Background: an optimization exercise with open tools, aiming at small area and a short achievable clock period. Do not read the settings as production practice. Function was checked by simulation only, so behaviour that the tests miss may differ from the original. Power is estimated from default activity; no workload was simulated.

Setup of harbor:
// gomoku_core
module gomoku_core (
    input  wire                   clk,
    input  wire                   rst,
    input  wire                   raw_valid,
    input  gomoku_pkg::key_code_t raw_code,
    input  wire                   btn,
    output gomoku_pkg::coord_t    cursor_row,
    output gomoku_pkg::coord_t    cursor_col,
    output logic [1:0]            current_player,
    output logic [1:0]            place_result,
    output logic                  game_over,
    output logic [1:0]            winner
);
    logic         k_place, k_vert, k_horz, k_inc;
    logic         place_en, fill, pl, occ_cur, win;
    logic [255:0] color;
    logic [15:0]  row_oh, col_oh;
    key_event_filter u_key_filter (
        .clk       (clk),
        .rst       (rst),
        .raw_valid (raw_valid),
        .raw_code  (raw_code),
        .k_place   (k_place),
        .k_vert    (k_vert),
        .k_horz    (k_horz),
        .k_inc     (k_inc)
    );
    game_ctrl u_game_ctrl (
        .clk            (clk),
        .rst            (rst),
        .k_place        (k_place),
        .k_vert         (k_vert),
        .k_horz         (k_horz),
        .k_inc          (k_inc),
        .btn            (btn),
        .occ_cur        (occ_cur),
        .win            (win),
        .place_en       (place_en),
        .fill           (fill),
  ...
Size: ~2700 cells after synthesis, ~600 flip-flops, about 23 I/O pins.
==> flow/config.mk <==
export PLATFORM = sky130hd
export DESIGN_NAME = gomoku_core
export DESIGN_NICKNAME = gomoku_core
export VERILOG_FILES = /design/flow/design.v
export SDC_FILE = /design/flow/constraint.sdc
export NUM_CORES = 4
export LEC_CHECK = 0
export CAP_MARGIN = 20
export CORE_MARGIN = 2
export CORE_UTILIZATION = 40
export CTS_BUF_LIST = sky130_fd_sc_hd__clkbuf_4 sky130_fd_sc_hd__clkbuf_8
export CTS_CLUSTER_SIZE = 30
export SLEW_MARGIN = 50
==> flow/constraint.sdc <==
create_clock -name core_clock -period 12.0 [get_ports {clk}]
set_input_delay 2.4000 -clock core_clock [delete_from_list [all_inputs] [get_ports {clk}]]
set_output_delay 2.4000 -clock core_clock [all_outputs]
set_load 0.01 [all_outputs]
standard.sh (not shown) runs the stock make flow with config.mk's settings and CLKGATE_MAP_FILE= SYNTH_SCRIPT=/design/flow/synth_recipe.tcl, a recipe that flattens the netlist after the stock synthesis.
==> flow/flow/run.sh <==
#!/bin/bash
# Standard synthesis and layout, with timing repair asked to leave setup slack
# of MARGIN ns at the design's clock period (the SDC is the standard flow's, unchanged).
set -euo pipefail
MARGIN=8.3
bash standard.sh synth > synth.log 2>&1
bash standard.sh SETUP_SLACK_MARGIN=$MARGIN SLEW_MARGIN=50 finish > layout.log 2>&1
harbor was carried through to the last stage, and its layout satisfied the timing, DRC and antenna checks.
Input changes introduced in amber (baseline for comparison: harbor):
Settings: clearing CTS_CLUSTER_SIZE, which used to be 30; clearing CTS_BUF_LIST, which used to be sky130_fd_sc_hd__clkbuf_4 sky130_fd_sc_hd__clkbuf_8.
==> comparison <==
Diff harbor..amber | met2 routing resource usage after global routing | negligible
On critical path arrival: amber sits above harbor.
amber has more setup slack than harbor.
Modified inputs, tundra compared to amber
==> flow/flow/run.sh <==
#!/bin/bash
# Standard synthesis and layout, with timing repair asked to leave setup slack
# of MARGIN ns at the design's clock period (the SDC is the standard flow's, unchanged),
# and a clock tree of clkbuf_8 cells without dummy loads.
set -euo pipefail
MARGIN=8.3
CTS="-sink_clustering_enable -repair_clock_nets -dont_use_dummy_load -buf_list sky130_fd_sc_hd__clkbuf_16 -sink_clustering_size 30 -sink_clustering_max_diameter 110"
bash standard.sh synth > synth.log 2>&1
bash standard.sh SETUP_SLACK_MARGIN=$MARGIN SLEW_MARGIN=50 "CTS_ARGS=$CTS" finish > layout.log 2>&1
Findings:
tundra against amber; final wirelength is down slightly.
Sort tundra and amber by number of clock buffer instances in the layout, descending, and amber comes first.
Row global-route usage: tundra lower / amber higher
amber → tundra: routed wire length per instance now sits higher; combined area of the multi-input logic cells was more or less identical; clock network fraction of design power dropped 17 points.
~same number of combinational gates with multiple inputs in tundra and amber
For tundra, the highest-delay cell along the critical path was sky130_fd_sc_hd__dfrtp_2, unlike amber, where it was sky130_fd_sc_hd__or4_4.
### tundra -> violet
Settings: CORE_UTILIZATION changed from 40 to 50.
diff --git a/flow/flow/run.sh b/flow/flow/run.sh
--- a/flow/flow/run.sh
+++ b/flow/flow/run.sh
@@ -7 +7 @@
-CTS="-sink_clustering_enable -repair_clock_nets -dont_use_dummy_load -buf_list sky130_fd_sc_hd__clkbuf_16 -sink_clustering_size 30 -sink_clustering_max_diameter 110"
+CTS="-sink_clustering_enable -repair_clock_nets -dont_use_dummy_load -buf_list sky130_fd_sc_hd__clkbuf_16 -sink_clustering_size 24 -sink_clustering_max_diameter 100"
--- outcome ---
violet was carried through to the last stage, and its layout satisfied the timing, DRC and antenna checks. Summary: with tundra as the reference, routed wire length in violet moved down slightly. violet does worse than tundra on total chip power. Fraction of met3 tracks used by global routing on violet is up relative to tundra. In the metrics for tundra and violet, the one carrying the higher layout-stage area growth over the synthesis result is tundra. violet ended up with a lower number of setup buffers added after CTS than tundra did.
Changes in delta relative to violet:
Settings: CORE_UTILIZATION: 50 -> 40.
diff --git a/flow/flow/run.sh b/flow/flow/run.sh
--- a/flow/flow/run.sh
+++ b/flow/flow/run.sh
@@ -7 +7 @@
-CTS="-sink_clustering_enable -repair_clock_nets -dont_use_dummy_load -buf_list sky130_fd_sc_hd__clkbuf_16 -sink_clustering_size 24 -sink_clustering_max_diameter 100"
+CTS="-sink_clustering_enable -repair_clock_nets -dont_use_dummy_load -buf_list sky130_fd_sc_hd__clkbuf_8"
==> comparison <==
- delta packs its core more loosely than violet.
- Area of all placed cells without fillers, delta and violet, lower one = violet.
- Compared to violet, delta has highest cell delay on the worst timing path 20 ps lower.
- In delta, sequential share of layout area is lower than in violet.
- Compared delta against violet; worst hold slack within noise.
- Wire: delta routes more than violet
- Peak fanout along the critical path (higher): violet
--- input diff delta..juniper ---
diff --git a/flow/flow/run.sh b/flow/flow/run.sh
--- a/flow/flow/run.sh
+++ b/flow/flow/run.sh
@@ -7 +7 @@
-CTS="-sink_clustering_enable -repair_clock_nets -dont_use_dummy_load -buf_list sky130_fd_sc_hd__clkbuf_8"
+CTS="-sink_clustering_enable -repair_clock_nets -dont_use_dummy_load -buf_list sky130_fd_sc_hd__clkbuf_16 -sink_clustering_size 24 -sink_clustering_max_diameter 100"
[summary]
juniper against delta: total internal power went down by about 9%; wire length per cell went up by 0.82%.
The standard cells in juniper occupy less silicon area than those in delta do.
delta -> juniper: area occupied by multi-input gates flat
Looking at juniper and delta, the share of final layout cell area taken by non-clock buffers is a wash.

## job 2875
The RTL this note starts from:
==> flow/design.v <==
`default_nettype none
package gomoku_pkg;
    localparam int BOARD_N = 16;
    localparam int WIN_LEN = 5;       
    typedef logic [3:0] coord_t;      
    typedef logic [3:0] key_code_t;   
    localparam key_code_t KEY_UP    = 4'd6;   
    localparam key_code_t KEY_DOWN  = 4'd4;   
    localparam key_code_t KEY_LEFT  = 4'd2;   
    localparam key_code_t KEY_RIGHT = 4'd8;   
    localparam key_code_t KEY_PLACE = 4'd5;   
endpackage
`default_nettype wire
`timescale 1ns/1ns
`default_nettype none
import gomoku_pkg::*;
module key_event_filter (
    input  wire                   clk,
    input  wire                   rst,
    input  wire                   raw_valid,   
    input  gomoku_pkg::key_code_t raw_code,
    output logic                  k_place,     
    output logic                  k_vert,      
    output logic                  k_horz,      
    output logic                  k_inc        
);
    logic [2:0] idle_cnt;
    logic       press;
    assign press = raw_valid && idle_cnt[2] && idle_cnt[1];
    always_ff @(posedge clk or negedge rst) begin
        if (!rst) begin
            idle_cnt <= 3'd7;
            k_place  <= 1'b0;
            k_vert   <= 1'b0;
            k_horz   <= 1'b0;
        end else begin
            if (raw_valid)            idle_cnt <= 3'd0;
            else if (idle_cnt != 3'd7) idle_cnt <= idle_cnt + 3'd1;
            k_place <= press && (raw_code == KEY_PLACE);
            k_vert  <= press && (raw_code == KEY_UP   || raw_code == KEY_DOWN);
            k_horz  <= press && (raw_code == KEY_LEFT || raw_code == KEY_RIGHT);
        end
    end
    always_ff @(posedge clk) begin
        k_inc <= (raw_code == KEY_DOWN) || (raw_code == KEY_RIGHT);
    end
endmodule
`default_nettype wire
`timescale 1ns/1ns
`default_nettype none
import gomoku_pkg::*;
module game_ctrl (
    input  wire                clk,
    input  wire                rst,
    input  wire                k_place,
    input  wire                k_vert,
    input  wire                k_horz,
    input  wire                k_inc,
    input  wire                btn,           
    input  wire                occ_cur,       
    input  wire                win,           
    output logic               place_en,      
    output logic               fill,          
    output logic               pl,            
    output gomoku_pkg::coord_t cursor_row,
    output gomoku_pkg::coord_t cursor_col,
    output logic [1:0]         current_player,
    output logic [1:0]         place_result,
    output logic               game_over,
    output logic [1:0]         winner
);
    logic btn_prev;    
    logic judge;       
    logic play;
    logic confirm;
    logic step;
    assign play    = !place_en && !judge && !game_over;
    assign confirm = (btn_prev && !btn) || k_place;
    assign step    = play && !confirm;
    assign pl      = current_player[1];
    assign fill    = current_player[1] ^ place_en;
    always_ff @(posedge clk or negedge rst) begin
        if (!rst) begin
            btn_prev       <= 1'b1;
            place_en       <= 1'b0;
            judge          <= 1'b0;
            cursor_row     <= '0;
            cursor_col     <= '0;
            current_player <= 2'b01;
            place_result   <= 2'b00;
            game_over      <= 1'b0;
            winner         <= 2'b00;
        end else begin
            btn_prev <= btn;
            place_en <= play && confirm && !occ_cur;
            judge    <= place_en;
            if (play && confirm)
                place_result <= occ_cur ? 2'b10 : 2'b01;
            else if (step && (k_vert || k_horz))
                place_result <= 2'b00;
            if (step && k_vert) begin
                if (k_inc) begin
                    if (cursor_row != 4'd15) cursor_row <= cursor_row + 4'd1;
                end else begin
                    if (cursor_row != 4'd0)  cursor_row <= cursor_row - 4'd1;
                end
            end
            if (step && k_horz) begin
                if (k_inc) begin
                    if (cursor_col != 4'd15) cursor_col <= cursor_col + 4'd1;
                end else begin
                    if (cursor_col != 4'd0)  cursor_col <= cursor_col - 4'd1;
                end
            end
            if (judge) begin
                if (win) begin
                    game_over <= 1'b1;
                    winner    <= current_player;
                end else begin
                    current_player <= {current_player[0], current_player[1]};
                end
            end
        end
    end
endmodule
`default_nettype wire
`timescale 1ns/1ns
`default_nettype none
import gomoku_pkg::*;
module board_mem (
    input  wire                clk,
    input  wire                rst,
    input  wire                we,          
    input  gomoku_pkg::coord_t row,
    input  gomoku_pkg::coord_t col,
    input  wire                fill,        
    output logic               occ_cur,     
    output logic [255:0]       color        
);
    logic [255:0] occ;
    logic [15:0]  rsel;
    logic [15:0]  csel;
    always_comb begin
        for (int i = 0; i < 16; i++) begin
            rsel[i] = we && (row == 4'(i));
            csel[i] = (col == 4'(i));
        end
    end
    for (genvar i = 0; i < 256; i++) begin : g_cell
        logic occ_n;
        assign occ_n = occ[i] || (rsel[i / 16] && csel[i % 16]);
        always_ff @(posedge clk or negedge rst) begin
            if (!rst) occ[i] <= 1'b0;
            else      occ[i] <= occ_n;
        end
        always_ff @(posedge clk) begin
            if (!occ_n) color[i] <= fill;
        end
    end
    logic [15:0] orow;
    always_comb begin
        for (int r = 0; r < 16; r++) begin
            orow[r] = 1'b0;
            for (int c = 0; c < 16; c++)
                orow[r] = orow[r] | ((col == 4'(c)) & occ[{4'(r), 4'(c)}]);
        end
        occ_cur = 1'b0;
        for (int r = 0; r < 16; r++)
            occ_cur = occ_cur | ((row == 4'(r)) & orow[r]);
    end
endmodule
`default_nettype wire
`timescale 1ns/1ns
`default_nettype none
import gomoku_pkg::*;
module five_row_checker (
    input  wire                clk,
    input  wire  [255:0]       color,
    input  gomoku_pkg::coord_t row,
    input  gomoku_pkg::coord_t col,
    input  wire                pl,         
    output logic               win
);
    logic [3:0]  kd;      
    logic [3:0]  ka;      
    always_ff @(posedge clk) begin
        kd <= col - row;
        ka <= col + row;
    end
    logic [15:0] sr, sc, sd, sa;
    always_comb begin
        for (int i = 0; i < 16; i++) begin
            sr[i] = (row == 4'(i));
            sc[i] = (col == 4'(i));
            sd[i] = (kd  == 4'(i));
            sa[i] = (ka  == 4'(i));
        end
    end
    logic [15:0] vh, vv, vd, va;
    logic [11:0] md, ma;  
    always_comb begin
        for (int i = 0; i < 16; i++) begin
            logic eh, ev, ed, ea;
            eh = 1'b0;
            ev = 1'b0;
            ed = 1'b0;
            ea = 1'b0;
            for (int k = 0; k < 16; k++) begin
                eh = eh | (sr[k] & color[{4'(k), 4'(i)}]);
                ev = ev | (sc[k] & color[{4'(i), 4'(k)}]);
                ed = ed | (sd[k] & color[{4'(i), 4'(k + i)}]);
                ea = ea | (sa[k] & color[{4'(i), 4'(k - i)}]);
            end
            vh[i] = eh ~^ pl;
            vv[i] = ev ~^ pl;
            vd[i] = ed ~^ pl;
            va[i] = ea ~^ pl;
        end
        for (int s = 0; s < 12; s++) begin
            md[s] = (kd != 4'd0) && (5'(16 - kd) >= 5'(s + 1)) && (5'(16 - kd) <= 5'(s + 4));
            ma[s] = (ka != 4'd15) && (ka >= 4'(s)) && (ka <= 4'(s + 3));
        end
    end
    logic fh, fv, fd, fa;
    always_comb begin
        fh = 1'b0;
        fv = 1'b0;
        fd = 1'b0;
        fa = 1'b0;
        for (int s = 0; s < 12; s++) begin
            fh = fh | (&vh[s +: 5]);
            fv = fv | (&vv[s +: 5]);
            fd = fd | (&vd[s +: 5] & !md[s]);
            fa = fa | (&va[s +: 5] & !ma[s]);
        end
    end
    assign win = fh || fv || fd || fa;
endmodule
`default_nettype wire
`timescale 1ns/1ns
`default_nettype none
import gomoku_pkg::*;
module gomoku_core (
    input  wire                   clk,
    input  wire                   rst,
    input  wire                   raw_valid,
    input  gomoku_pkg::key_code_t raw_code,
    input  wire                   btn,
    output gomoku_pkg::coord_t    cursor_row,
    output gomoku_pkg::coord_t    cursor_col,
    output logic [1:0]            current_player,
    output logic [1:0]            place_result,
    output logic                  game_over,
    output logic [1:0]            winner
);
    logic         k_place, k_vert, k_horz, k_inc;
    logic         place_en, fill, pl, occ_cur, win;
    logic [255:0] color;
    key_event_filter u_key_filter (
        .clk       (clk),
        .rst       (rst),
        .raw_valid (raw_valid),
        .raw_code  (raw_code),
        .k_place   (k_place),
        .k_vert    (k_vert),
        .k_horz    (k_horz),
        .k_inc     (k_inc)
    );
    game_ctrl u_game_ctrl (
        .clk            (clk),
        .rst            (rst),
        .k_place        (k_place),
        .k_vert         (k_vert),
        .k_horz         (k_horz),
        .k_inc          (k_inc),
        .btn            (btn),
        .occ_cur        (occ_cur),
        .win            (win),
        .place_en       (place_en),
        .fill           (fill),
        .pl             (pl),
        .cursor_row     (cursor_row),
        .cursor_col     (cursor_col),
        .current_player (current_player),
        .place_result   (place_result),
        .game_over      (game_over),
        .winner         (winner)
    );
    board_mem u_board_mem (
        .clk     (clk),
        .rst     (rst),
        .we      (place_en),
        .row     (cursor_row),
        .col     (cursor_col),
        .fill    (fill),
        .occ_cur (occ_cur),
        .color   (color)
    );
    five_row_checker u_checker (
        .clk   (clk),
        .color (color),
        .row   (cursor_row),
        .col   (cursor_col),
        .pl    (pl),
        .win   (win)
    );
endmodule
`default_nettype wire
Settings: LEC_CHECK=0, CAP_MARGIN=40, CORE_MARGIN=2, CORE_UTILIZATION=40, SLEW_MARGIN=40; clock period 12.0 ns.
run.sh (not shown) runs the stock make flow with config.mk's settings and CLKGATE_MAP_FILE= SYNTH_SCRIPT=/design/flow/synth_recipe.tcl, a recipe that flattens the netlist after the stock synthesis.
Stock flow here: none of the scripts above is used.
--- input diff job 2875..job 2039 ---
Settings: CAP_MARGIN: 40 -> 20; SLEW_MARGIN: 40 -> 50.
Notes after the runs:
Job 2039: PASS, flow complete, no timing, DRC or antenna violations
Job 2039 vs job 2875 — static leakage power rose about 0.65%.
Higher design area was reported by job 2039, not job 2875.
In the tables for job 2039 and job 2875, met1 usage in global routing reads lower with job 2875.
Comparing job 2039 with job 2875, the number of ordinary inverters in the final layout came out essentially unchanged.
From job 2875 to job 2039 the numbers moved as follows: count of clock buffers in the final design rose by 1, tap cell instance count stayed essentially flat.

-- separate check: timing with driven ports --
The flow's constraints put no driver on any port. The routed layouts listed below were extracted and timed again, unchanged, in two steps. Step 1: set_driving_cell puts a clkbuf_16 on clk and a buf_2 on each other input, an assumption about the parent block. Step 2 also shifts input and output timing later by t, the mid clock arrival at the registers, as if the neighbouring blocks saw the same clock. Three values: no drivers, after step 1, after step 2; two values: the first two.
run	t, ns	setup WS [ns]	clock arrival spread, ns	worst slew at a driven data input, ns
harbor	0.776	8.214 / 8.158 / 7.651	0.034 / 0.035	0.04
amber	0.673	8.318 / 8.267 / 7.773	0.018 / 0.018	0.04
tundra	0.652	8.223 / 8.223 / 7.787	0.064 / 0.064	0.04
violet	0.658	8.313 / 8.248 / 7.725	0.056 / 0.056	0.04
delta	0.748	8.235 / 8.176 / 7.681	0.068 / 0.069	0.04
juniper	0.664	8.305 / 8.240 / 7.752	0.055 / 0.055	0.04
job 2875	0.710	5.880 / 5.880 / 5.880	0.023 / 0.023	0.05
job 2039	0.707	6.088 / 6.088 / 6.088	0.022 / 0.022	0.05
After both steps every run listed still meets setup and hold. The setup slack of violet, which loses most, moves by -0.065 ns with the drivers and by -0.588 ns with both steps.
